What follows belongs to an exercise in optimizing a design on an open flow for a short achievable clock period and few clock cycles; a production flow would make more cautious choices. The RTL was checked by simulation tests, not by an equivalence proof against the original design. Power is estimated from default activity; no workload was simulated.

==> inputs of garnet <==
Design rv_lite_core, start of the top module:
module rv_lite_core
#(
  parameter int    NREGS    = 16,
  parameter logic [31:0] RESET_PC = '0
) (
  input  logic       clk,
  input  logic       xreset,
  output logic       o_imem_valid,
  output rv_lite_pkg::word_t      o_imem_addr,
  input  logic       i_imem_ready,
  input  rv_lite_pkg::word_t      i_imem_rdata,
  output logic       o_dmem_valid,
  output logic       o_dmem_we,
  output rv_lite_pkg::word_t      o_dmem_addr,
  output rv_lite_pkg::word_t      o_dmem_wdata,
  output logic [3:0] o_dmem_strb,
  input  logic       i_dmem_ready,
  input  rv_lite_pkg::word_t      i_dmem_rdata
);
export LEC_CHECK = 0
export ABC_CLOCK_PERIOD_IN_PS = 2500
export CAP_MARGIN = 20
export CORE_MARGIN = 2
export CORE_UTILIZATION = 40
export PLACE_DENSITY = 0.6
export SETUP_SLACK_MARGIN = 5
export SLEW_MARGIN = 20
create_clock -name core_clock -period 10.0 [get_ports {clk}]
standard.sh (not shown) runs the stock make flow with config.mk's settings and CLKGATE_MAP_FILE= SYNTH_SCRIPT=/design/flow/synth_recipe.tcl, a recipe that flattens the netlist after the stock synthesis.
==> flow/flow/run.sh <==
#!/bin/bash
set -euo pipefail
MARGIN=${MARGIN:-7}
sed -e "s/SETUP_SLACK_MARGIN=[0-9.]*/SETUP_SLACK_MARGIN=$MARGIN \"BUFFER_PORTS_ARGS=-buffer_cell sky130_fd_sc_hd__buf_4\"/" standard.sh > standard_tuned.sh
bash standard_tuned.sh > standard.log 2>&1
==> inputs of onyx, as changes to garnet <==
--- a/flow/design.v
+++ b/flow/design.v
@@ -90,24 +90,30 @@
   output rv_lite_pkg::word_t      o_dmem_wdata,
   output logic [3:0] o_dmem_strb,
   input  logic       i_dmem_ready,
   input  rv_lite_pkg::word_t      i_dmem_rdata
 );
   typedef logic [31:0] word_t;
-  word_t      f_pc;
+  word_t      f_pc;        
+  word_t      f_red;       
+  logic       f_rsel;
   logic       bt_valid;
   logic [31:2] bt_pc, bt_tgt;
   logic       d_valid;
   word_t      d_ir;
   word_t      d_pc;
   word_t      e_pc;
   logic       d_bp;        
-  logic [21:0] d_pcj_lo;               
-  logic [13:0] d_pcb_lo;               
+  logic [12:0] d_pcj_lo;               
+  logic [9:0]  d_mj0, d_mj1;           
+  logic [12:0] d_pcb_lo;               
   word_t      d_pc4r;                  
+  logic [31:12] d_hi_p1, d_hi_m1;      
+  logic [31:21] d_hj_p1, d_hj_m1;      
   logic       d_jal, d_brb, d_jfar;    
+  logic       d_brt;                   
   logic       e_valid;
   word_t      e_a, e_b, e_sd, e_alt;
   logic       e_add, e_sub, e_sll, e_srl, e_sra, e_slt, e_sltu, e_xor, e_or, e_and, e_link;
   logic       e_br, e_pred, e_jalr, e_load, e_store, e_skip1;
   logic       e_beq, e_bne, e_blt, e_bge, e_bltu, e_bgeu;
   logic [2:0] e_f3;
@@ -133,17 +139,17 @@
   assign mstall = m_req && !i_dmem_ready;
   logic [7:0]  ld_byte;
   logic [15:0] ld_half;
   word_t       ld_data;
   assign bt_hit = bt_valid && (bt_pc == f_pc[31:2]);
   word_t f_ir, f_pc4;
-  logic [21:0] f_pcj_lo;
-  logic [13:0] f_pcb_lo;
+  logic [12:0] f_pcj_lo;
+  logic [12:0] f_pcb_lo;
   assign f_ir  = i_imem_rdata;
-  assign f_pcj_lo = {1'b0, f_pc[20:0]} + {1'b0, f_ir[31], f_ir[19:12], f_ir[20], f_ir[30:21], 1'b0};
-  assign f_pcb_lo = {1'b0, f_pc[12:0]} + {1'b0, f_ir[31], f_ir[7], f_ir[30:25], f_ir[11:8], 1'b0};
+  assign f_pcj_lo = {1'b0, f_pc[11:0]} + {1'b0, f_ir[20], f_ir[30:21], 1'b0};
+  assign f_pcb_lo = {1'b0, f_pc[11:0]} + {1'b0, f_ir[7], f_ir[30:25], f_ir[11:8], 1'b0};
   assign f_pc4 = f_pc + 32'd4;
   word_t f_seq;
   always_comb begin
     if (lu_stall)
       f_seq = f_pc;
     else if (d_want)
@@ -183,31 +189,33 @@
   assign imm_s = {{20{d_ir[31]}}, d_ir[31:25], d_ir[11:7]};
   assign imm_b = {{19{d_ir[31]}}, d_ir[31], d_ir[7], d_ir[30:25], d_ir[11:8], 1'b0};
   assign imm_u = {d_ir[31:12], 12'h000};
   assign imm_j = {{11{d_ir[31]}}, d_ir[31], d_ir[19:12], d_ir[20], d_ir[30:21], 1'b0};
   assign d_pc4   = d_pc4r;
   word_t d_pcj, d_pcb;
+  logic [9:0]   d_mj;
   logic [31:21] d_hj;
-  logic [31:13] d_hb;
+  logic [31:12] d_hb;
+  assign d_mj = d_pcj_lo[12] ? d_mj1 : d_mj0;
   always_comb begin
-    case ({d_pcj_lo[21], d_ir[31]})
-      2'b10:   d_hj = d_pc[31:21] + 11'd1;
-      2'b01:   d_hj = d_pc[31:21] - 11'd1;
+    case ({d_mj[9], d_ir[31]})
+      2'b10:   d_hj = d_hj_p1;
+      2'b01:   d_hj = d_hj_m1;
       default: d_hj = d_pc[31:21];
     endcase
-    case ({d_pcb_lo[13], d_ir[31]})
-      2'b10:   d_hb = d_pc[31:13] + 19'd1;
-      2'b01:   d_hb = d_pc[31:13] - 19'd1;
-      default: d_hb = d_pc[31:13];
+    case ({d_pcb_lo[12], d_ir[31]})
+      2'b10:   d_hb = d_hi_p1;
+      2'b01:   d_hb = d_hi_m1;
+      default: d_hb = d_pc[31:12];
     endcase
   end
-  assign d_pcj   = {d_hj, d_pcj_lo[20:0]};
-  assign d_pcb   = {d_hb, d_pcb_lo[12:0]};
+  assign d_pcj   = {d_hj, d_mj[8:0], d_pcj_lo[11:0]};
+  assign d_pcb   = {d_hb, d_pcb_lo[11:0]};
   assign d_pcimm = d_jal ? d_pcj : d_pcb;
   logic d_pred;
-  assign d_pred  = d_brb;
+  assign d_pred  = d_brt;
   logic d_want;        
   assign d_want  = d_valid && (d_bp ? !d_pred : (d_pred || d_jfar));
   assign d_redir = d_go && d_want;
   assign d_tgt   = (d_jal || (d_pred && !d_bp)) ? d_pcimm : d_pc4;
   rv_lite_regfile #(.NREGS(NREGS)) u_regfile (
     .clk        (clk),
@@ -252,13 +260,13 @@
                  ({32{e_or}}   & (a | b)) |
                  ({32{e_and}}  & (a & b)) |
                  ({32{e_link}} & e_alt);
   assign taken = (e_beq && eq) || (e_bne && !eq) || (e_blt && lt) || (e_bge && !lt) ||
                  (e_bltu && ltu) || (e_bgeu && !ltu);
   logic e_skip_ok;
-  assign e_skip_ok = e_skip1 && d_valid && !d_want;
+  assign e_skip_ok = e_skip1 && d_valid && !d_want && !d_bp;    
   assign e_skip  = e_valid && e_br && e_skip_ok && taken;
   assign e_redir = e_valid && (e_jalr || (e_br && (e_pred ? !taken : (taken && !e_skip_ok))));
   assign e_tgt   = e_jalr ? {r_add[31:1], 1'b0} : e_alt;
   word_t      st_data;
   logic [3:0] st_strb;
   always_comb begin
@@ -300,23 +308,25 @@
   end
   word_t rpc;
   assign rpc = e_valid ? e_pc : d_valid ? d_pc : f_pc;
   always_ff @(posedge clk) begin
     if (!xreset) begin
       f_pc     <= RESET_PC;
+      f_rsel   <= 1'b0;
       bt_valid <= 1'b0;
       d_valid  <= 1'b0;
       e_valid  <= 1'b0;
       m_req    <= 1'b0;
       m_wen    <= 1'b0;
       w_wen    <= 1'b0;
     end else begin
-      f_pc <= mstall ? rpc : e_redir ? e_tgt : f_seq;
-      if (d_valid && d_pred && !d_bp)
+      f_pc   <= mstall ? rpc : f_rsel ? f_red : f_seq;
+      f_rsel <= e_redir && !mstall;
+      if (d_valid && d_brb && !d_bp)
         bt_valid <= 1'b1;
-      if (mstall || e_redir)
+      if (mstall || e_redir || f_rsel)
         d_valid <= 1'b0;
       else if (!lu_stall)
         d_valid <= i_imem_ready && !d_want;
       e_valid <= d_go && !mstall;
       if (!mstall) begin
         m_req <= e_valid && (e_load || e_store);
@@ -328,23 +338,34 @@
   always_ff @(posedge clk) begin
     if (!lu_stall) begin
       d_ir <= i_imem_rdata;
       d_pc <= f_pc;
       d_bp <= bt_hit;
       d_pcj_lo <= f_pcj_lo;
+      d_mj0    <= {1'b0, f_pc[20:12]} + {1'b0, f_ir[31], f_ir[19:12]};
+      d_mj1    <= {1'b0, f_pc[20:12]} + {1'b0, f_ir[31], f_ir[19:12]} + 10'd1;
+      d_hi_p1  <= f_pc[31:12] + 20'd1;
+      d_hi_m1  <= f_pc[31:12] - 20'd1;
+      d_hj_p1  <= f_pc[31:21] + 11'd1;
+      d_hj_m1  <= f_pc[31:21] - 11'd1;
       d_pcb_lo <= f_pcb_lo;
       d_pc4r <= f_pc4;
       d_jal  <= f_ir[6:0] == 7'b1101111;
       d_brb  <= f_ir[6:0] == 7'b1100011 && f_ir[31];
+      d_brt  <= f_ir[6:0] == 7'b1100011 &&
+                (f_ir[31] || ((f_ir[19:15] == f_ir[24:20]) ?
+                              (f_ir[14:12] == 3'd0 || f_ir[14:12] == 3'd5 || f_ir[14:12] == 3'd7) :
+                              (f_ir[14:12] == 3'd1)));
       d_jfar <= f_ir[6:0] == 7'b1101111 && f_ir[31:12] != 20'h00400;
     end
-    if (d_valid && d_pred && !d_bp) begin
+    if (d_valid && d_brb && !d_bp) begin
       bt_pc  <= d_pc[31:2];
       bt_tgt <= d_pcimm[31:2];
     end
     e_pc    <= d_pc;
+    f_red   <= e_tgt;
     e_a     <= (use1 && h1_e) ? r_res :
                is_lui ? 32'd0 : (is_auipc || is_jal) ? d_pc : op1;
     e_b     <= (use2 && !is_store && h2_e) ? r_res :
                (is_op || is_br) ? op2 :
                is_store ? imm_s :
                (is_lui || is_auipc) ? imm_u :
==> inputs of zinc, as changes to garnet <==
--- a/flow/design.v
+++ b/flow/design.v
@@ -90,27 +90,38 @@
   output rv_lite_pkg::word_t      o_dmem_wdata,
   output logic [3:0] o_dmem_strb,
   input  logic       i_dmem_ready,
   input  rv_lite_pkg::word_t      i_dmem_rdata
 );
   typedef logic [31:0] word_t;
-  word_t      f_pc;
+  word_t      f_pc;        
+  word_t      f_red;       
+  logic       f_rsel;
   logic       bt_valid;
   logic [31:2] bt_pc, bt_tgt;
   logic       d_valid;
   word_t      d_ir;
   word_t      d_pc;
   word_t      e_pc;
   logic       d_bp;        
-  logic [21:0] d_pcj_lo;               
-  logic [13:0] d_pcb_lo;               
+  logic [12:0] d_pcj_lo;               
+  logic [9:0]  d_mj0, d_mj1;
+  logic [12:0] d_jlo_f;                
+  logic        d_jok;                  
+  logic [12:0] d_pcb_lo;               
   word_t      d_pc4r;                  
+  logic [31:12] d_hi_p1, d_hi_m1;      
+  logic [31:21] d_hj_p1, d_hj_m1;      
   logic       d_jal, d_brb, d_jfar;    
+  logic       d_brt;                   
   logic       e_valid;
   word_t      e_a, e_b, e_sd, e_alt;
   logic       e_add, e_sub, e_sll, e_srl, e_sra, e_slt, e_sltu, e_xor, e_or, e_and, e_link;
+  logic       e_addi;
+  logic       e_kvv;                   
+  word_t      e_kv;                    
   logic       e_br, e_pred, e_jalr, e_load, e_store, e_skip1;
   logic       e_beq, e_bne, e_blt, e_bge, e_bltu, e_bgeu;
   logic [2:0] e_f3;
   logic [3:0] e_rd;
   logic       e_wen;
   logic       m_req, m_we, m_load, m_wen;
@@ -133,17 +144,17 @@
   assign mstall = m_req && !i_dmem_ready;
   logic [7:0]  ld_byte;
   logic [15:0] ld_half;
   word_t       ld_data;
   assign bt_hit = bt_valid && (bt_pc == f_pc[31:2]);
   word_t f_ir, f_pc4;
-  logic [21:0] f_pcj_lo;
-  logic [13:0] f_pcb_lo;
+  logic [12:0] f_pcj_lo;
+  logic [12:0] f_pcb_lo;
   assign f_ir  = i_imem_rdata;
-  assign f_pcj_lo = {1'b0, f_pc[20:0]} + {1'b0, f_ir[31], f_ir[19:12], f_ir[20], f_ir[30:21], 1'b0};
-  assign f_pcb_lo = {1'b0, f_pc[12:0]} + {1'b0, f_ir[31], f_ir[7], f_ir[30:25], f_ir[11:8], 1'b0};
+  assign f_pcj_lo = {1'b0, f_pc[11:0]} + {1'b0, f_ir[20], f_ir[30:21], 1'b0};
+  assign f_pcb_lo = {1'b0, f_pc[11:0]} + {1'b0, f_ir[7], f_ir[30:25], f_ir[11:8], 1'b0};
   assign f_pc4 = f_pc + 32'd4;
   word_t f_seq;
   always_comb begin
     if (lu_stall)
       f_seq = f_pc;
     else if (d_want)
@@ -183,35 +194,58 @@
   assign imm_s = {{20{d_ir[31]}}, d_ir[31:25], d_ir[11:7]};
   assign imm_b = {{19{d_ir[31]}}, d_ir[31], d_ir[7], d_ir[30:25], d_ir[11:8], 1'b0};
   assign imm_u = {d_ir[31:12], 12'h000};
   assign imm_j = {{11{d_ir[31]}}, d_ir[31], d_ir[19:12], d_ir[20], d_ir[30:21], 1'b0};
   assign d_pc4   = d_pc4r;
   word_t d_pcj, d_pcb;
+  logic [9:0]   d_mj;
   logic [31:21] d_hj;
-  logic [31:13] d_hb;
+  logic [31:12] d_hb;
+  assign d_mj = d_pcj_lo[12] ? d_mj1 : d_mj0;
   always_comb begin
-    case ({d_pcj_lo[21], d_ir[31]})
-      2'b10:   d_hj = d_pc[31:21] + 11'd1;
-      2'b01:   d_hj = d_pc[31:21] - 11'd1;
+    case ({d_mj[9], d_ir[31]})
+      2'b10:   d_hj = d_hj_p1;
+      2'b01:   d_hj = d_hj_m1;
       default: d_hj = d_pc[31:21];
     endcase
-    case ({d_pcb_lo[13], d_ir[31]})
-      2'b10:   d_hb = d_pc[31:13] + 19'd1;
-      2'b01:   d_hb = d_pc[31:13] - 19'd1;
-      default: d_hb = d_pc[31:13];
+    case ({d_pcb_lo[12], d_ir[31]})
+      2'b10:   d_hb = d_hi_p1;
+      2'b01:   d_hb = d_hi_m1;
+      default: d_hb = d_pc[31:12];
     endcase
   end
-  assign d_pcj   = {d_hj, d_pcj_lo[20:0]};
-  assign d_pcb   = {d_hb, d_pcb_lo[12:0]};
+  assign d_pcj   = {d_hj, d_mj[8:0], d_pcj_lo[11:0]};
+  assign d_pcb   = {d_hb, d_pcb_lo[11:0]};
   assign d_pcimm = d_jal ? d_pcj : d_pcb;
   logic d_pred;
-  assign d_pred  = d_brb;
+  assign d_pred  = d_brt;
   logic d_want;        
-  assign d_want  = d_valid && (d_bp ? !d_pred : (d_pred || d_jfar));
+  word_t d_kv;
+  assign d_kv = is_lui ? {d_ir[31:12], 12'h000} : {d_pc[31:12] + d_ir[31:12], d_pc[11:0]};
+  logic d_fuse, d_zero, d_ftk;
+  assign d_fuse  = is_br && f3[2:1] == 2'b00 && rs2 == 4'd0 &&
+                   e_valid && e_addi && e_wen && e_rd == rs1;
+  assign d_zero  = ((e_a ^ e_b) == {e_a[30:0] | e_b[30:0], 1'b0});
+  assign d_ftk   = f3[0] ? !d_zero : d_zero;
+  logic d_jfuse, d_jup, d_jdn;
+  logic [12:0] d_jlo;
+  logic [31:12] d_jhi, e_kv_p1, e_kv_m1;
+  assign e_kv_p1 = e_kv[31:12] + 20'd1;
+  assign e_kv_m1 = e_kv[31:12] - 20'd1;
+  assign d_jfuse = is_jalr && d_jok && e_valid && e_kvv && e_wen && e_rd == rs1;
+  assign d_jlo   = d_jlo_f;
+  assign d_jup   = d_jlo[12] && !d_ir[31];
+  assign d_jdn   = !d_jlo[12] && d_ir[31];
+  assign d_jhi   = ({20{d_jup}} & e_kv_p1) | ({20{d_jdn}} & e_kv_m1) |
+                   ({20{!(d_jup || d_jdn)}} & e_kv[31:12]);
+  assign d_want  = d_valid && (d_jfuse || (d_fuse ? (d_ftk != d_bp) :
+                               d_bp ? !d_pred : (d_pred || d_jfar)));
   assign d_redir = d_go && d_want;
-  assign d_tgt   = (d_jal || (d_pred && !d_bp)) ? d_pcimm : d_pc4;
+  assign d_tgt   = d_jfuse ? {d_jhi, d_jlo[11:1], 1'b0} :
+                   d_fuse ? (d_ftk ? d_pcb : d_pc4) :
+                   (d_jal || (d_pred && !d_bp)) ? d_pcimm : d_pc4;
   rv_lite_regfile #(.NREGS(NREGS)) u_regfile (
     .clk        (clk),
     .i_rs1_addr (rs1),   .i_rs2_addr (rs2),
     .o_rs1_data (rf1),   .o_rs2_data (rf2),
     .i_we       (w_wen), .i_rd_addr  (w_rd),  .i_rd_data (w_res)
   );
@@ -252,13 +286,13 @@
                  ({32{e_or}}   & (a | b)) |
                  ({32{e_and}}  & (a & b)) |
                  ({32{e_link}} & e_alt);
   assign taken = (e_beq && eq) || (e_bne && !eq) || (e_blt && lt) || (e_bge && !lt) ||
                  (e_bltu && ltu) || (e_bgeu && !ltu);
   logic e_skip_ok;
-  assign e_skip_ok = e_skip1 && d_valid && !d_want;
+  assign e_skip_ok = e_skip1 && d_valid && !d_want && !d_bp;    
   assign e_skip  = e_valid && e_br && e_skip_ok && taken;
   assign e_redir = e_valid && (e_jalr || (e_br && (e_pred ? !taken : (taken && !e_skip_ok))));
   assign e_tgt   = e_jalr ? {r_add[31:1], 1'b0} : e_alt;
   word_t      st_data;
   logic [3:0] st_strb;
   always_comb begin
@@ -300,23 +334,25 @@
   end
   word_t rpc;
   assign rpc = e_valid ? e_pc : d_valid ? d_pc : f_pc;
   always_ff @(posedge clk) begin
     if (!xreset) begin
       f_pc     <= RESET_PC;
+      f_rsel   <= 1'b0;
       bt_valid <= 1'b0;
       d_valid  <= 1'b0;
       e_valid  <= 1'b0;
       m_req    <= 1'b0;
       m_wen    <= 1'b0;
       w_wen    <= 1'b0;
     end else begin
-      f_pc <= mstall ? rpc : e_redir ? e_tgt : f_seq;
-      if (d_valid && d_pred && !d_bp)
+      f_pc   <= mstall ? rpc : f_rsel ? f_red : f_seq;
+      f_rsel <= e_redir && !mstall;
+      if (d_valid && d_brb && !d_bp)
         bt_valid <= 1'b1;
-      if (mstall || e_redir)
+      if (mstall || e_redir || f_rsel)
         d_valid <= 1'b0;
       else if (!lu_stall)
         d_valid <= i_imem_ready && !d_want;
       e_valid <= d_go && !mstall;
       if (!mstall) begin
         m_req <= e_valid && (e_load || e_store);
@@ -328,23 +364,36 @@
   always_ff @(posedge clk) begin
     if (!lu_stall) begin
       d_ir <= i_imem_rdata;
       d_pc <= f_pc;
       d_bp <= bt_hit;
       d_pcj_lo <= f_pcj_lo;
+      d_jlo_f  <= {1'b0, is_lui ? 12'd0 : d_pc[11:0]} + {1'b0, f_ir[31:20]};
+      d_jok    <= d_valid && (is_lui || is_auipc);
+      d_mj0    <= {1'b0, f_pc[20:12]} + {1'b0, f_ir[31], f_ir[19:12]};
+      d_mj1    <= {1'b0, f_pc[20:12]} + {1'b0, f_ir[31], f_ir[19:12]} + 10'd1;
+      d_hi_p1  <= f_pc[31:12] + 20'd1;
+      d_hi_m1  <= f_pc[31:12] - 20'd1;
+      d_hj_p1  <= f_pc[31:21] + 11'd1;
+      d_hj_m1  <= f_pc[31:21] - 11'd1;
       d_pcb_lo <= f_pcb_lo;
       d_pc4r <= f_pc4;
       d_jal  <= f_ir[6:0] == 7'b1101111;
       d_brb  <= f_ir[6:0] == 7'b1100011 && f_ir[31];
+      d_brt  <= f_ir[6:0] == 7'b1100011 &&
+                (f_ir[31] || ((f_ir[19:15] == f_ir[24:20]) ?
+                              (f_ir[14:12] == 3'd0 || f_ir[14:12] == 3'd5 || f_ir[14:12] == 3'd7) :
+                              (f_ir[14:12] == 3'd1)));
       d_jfar <= f_ir[6:0] == 7'b1101111 && f_ir[31:12] != 20'h00400;
     end
-    if (d_valid && d_pred && !d_bp) begin
+    if (d_valid && d_brb && !d_bp) begin
       bt_pc  <= d_pc[31:2];
       bt_tgt <= d_pcimm[31:2];
     end
     e_pc    <= d_pc;
+    f_red   <= e_tgt;
     e_a     <= (use1 && h1_e) ? r_res :
                is_lui ? 32'd0 : (is_auipc || is_jal) ? d_pc : op1;
     e_b     <= (use2 && !is_store && h2_e) ? r_res :
                (is_op || is_br) ? op2 :
                is_store ? imm_s :
                (is_lui || is_auipc) ? imm_u :
@@ -360,15 +409,18 @@
     e_xor   <= (is_op || is_opimm) && f3 == 3'd4;
     e_srl   <= (is_op || is_opimm) && f3 == 3'd5 && !d_ir[30];
     e_sra   <= (is_op || is_opimm) && f3 == 3'd5 && d_ir[30];
     e_or    <= (is_op || is_opimm) && f3 == 3'd6;
     e_and   <= (is_op || is_opimm) && f3 == 3'd7;
     e_link  <= is_jalr;
-    e_br    <= is_br;
+    e_br    <= is_br && !d_fuse;    
+    e_addi  <= is_opimm && f3 == 3'd0;
     e_pred  <= d_pred;
-    e_jalr  <= is_jalr;
+    e_jalr  <= is_jalr && !d_jfuse;    
+    e_kvv   <= is_lui || is_auipc;
+    e_kv    <= d_kv;
     e_load  <= is_load;
     e_store <= is_store;
     e_beq   <= f3 == 3'd0;
     e_bne   <= f3 == 3'd1;
     e_blt   <= f3 == 3'd4;
     e_bge   <= f3 == 3'd5;
==> comparison table <==
                                                                 onyx      garnet        zinc
Starting density of the core                                      0.4019      0.4023      0.4028
Fraction of layout cells with a size suffix above 1               0.2992      0.3295      0.3391
Post-CTS Setup Inserts                                               271         307         446
Count of distinct cell types in the synthesized netlist              104         101         100
Final-stage net count                                              6,290       6,009       7,004
Largest net degree at the start of global routing                     95          69          90
Met1 Resource Use GR                                              0.4930      0.4869      0.4969
Worst setup startpoint                                   i_dmem_rdata[7]      e_b[0]      e_a[3]
Sw Share                                                          0.3214      0.3209      0.3202
Run status                              no timing/DRC/antenna violations  no timing/DRC/antenna violations  no timing/DRC/antenna violations
Most frequent CP cell                                            o21ai_2           -       buf_6
Cell Count, Final, Fillers Out                                     8,210       7,680       8,954
Tightest hold margin                                            412.4 ps    417.0 ps    403.3 ps
Final wirelength                                              286,300 um  256,100 um  317,500 um
Power Sequential                                                 6.23 mW     5.63 mW     6.31 mW
Core area                                                     0.1496 mm2  0.1373 mm2  0.1584 mm2
CTS Buf Count                                                        121         113         135
WL met2                                                       112,600 um  103,200 um  127,300 um
Internal Power                                                  9.864 mW    9.145 mW    10.44 mW
Testbench counts of garnet, summed over its fixed seeds: cycles 8,871.
Testbench counts of onyx, summed over its fixed seeds: cycles 9,109.
Testbench counts of zinc, summed over its fixed seeds: cycles 8,757.

## re-timing with driven ports
No port has a modelled driver above. Below, the same layouts with a new extraction and two added sets of constraints. Step 1 sets driving cells, clkbuf_16 on the clock port and buf_2 on the other inputs (assumed; they add their load-dependent delay and slew). Step 2 adds t to the input delays and takes it off the output delays; t is the mean of the earliest and latest rising clock arrival at the registers after step 1. Input paths then give back, and output paths get back, about the clock's delay inside the block. a / b / c = ideal / step 1 / step 2; a / b = the first two.
run | shift t [ns] | setup slack, ns | worst setup path at the end | clock arrival spread, ns | cell pins on the clock port's net
garnet | 0.841 | 6.102 / 6.102 / 5.509 | input to register | 0.045 / 0.046 | 1
onyx | 0.850 | 6.423 / 6.373 / 5.523 | input to register | 0.042 / 0.042 | 1
zinc | 0.877 | 6.308 / 6.308 / 5.499 | input to register | 0.054 / 0.054 | 1
After both steps every run listed still meets setup and hold. The setup slack of onyx, which loses most, moves by -0.050 ns with the drivers and by -0.900 ns with both steps.
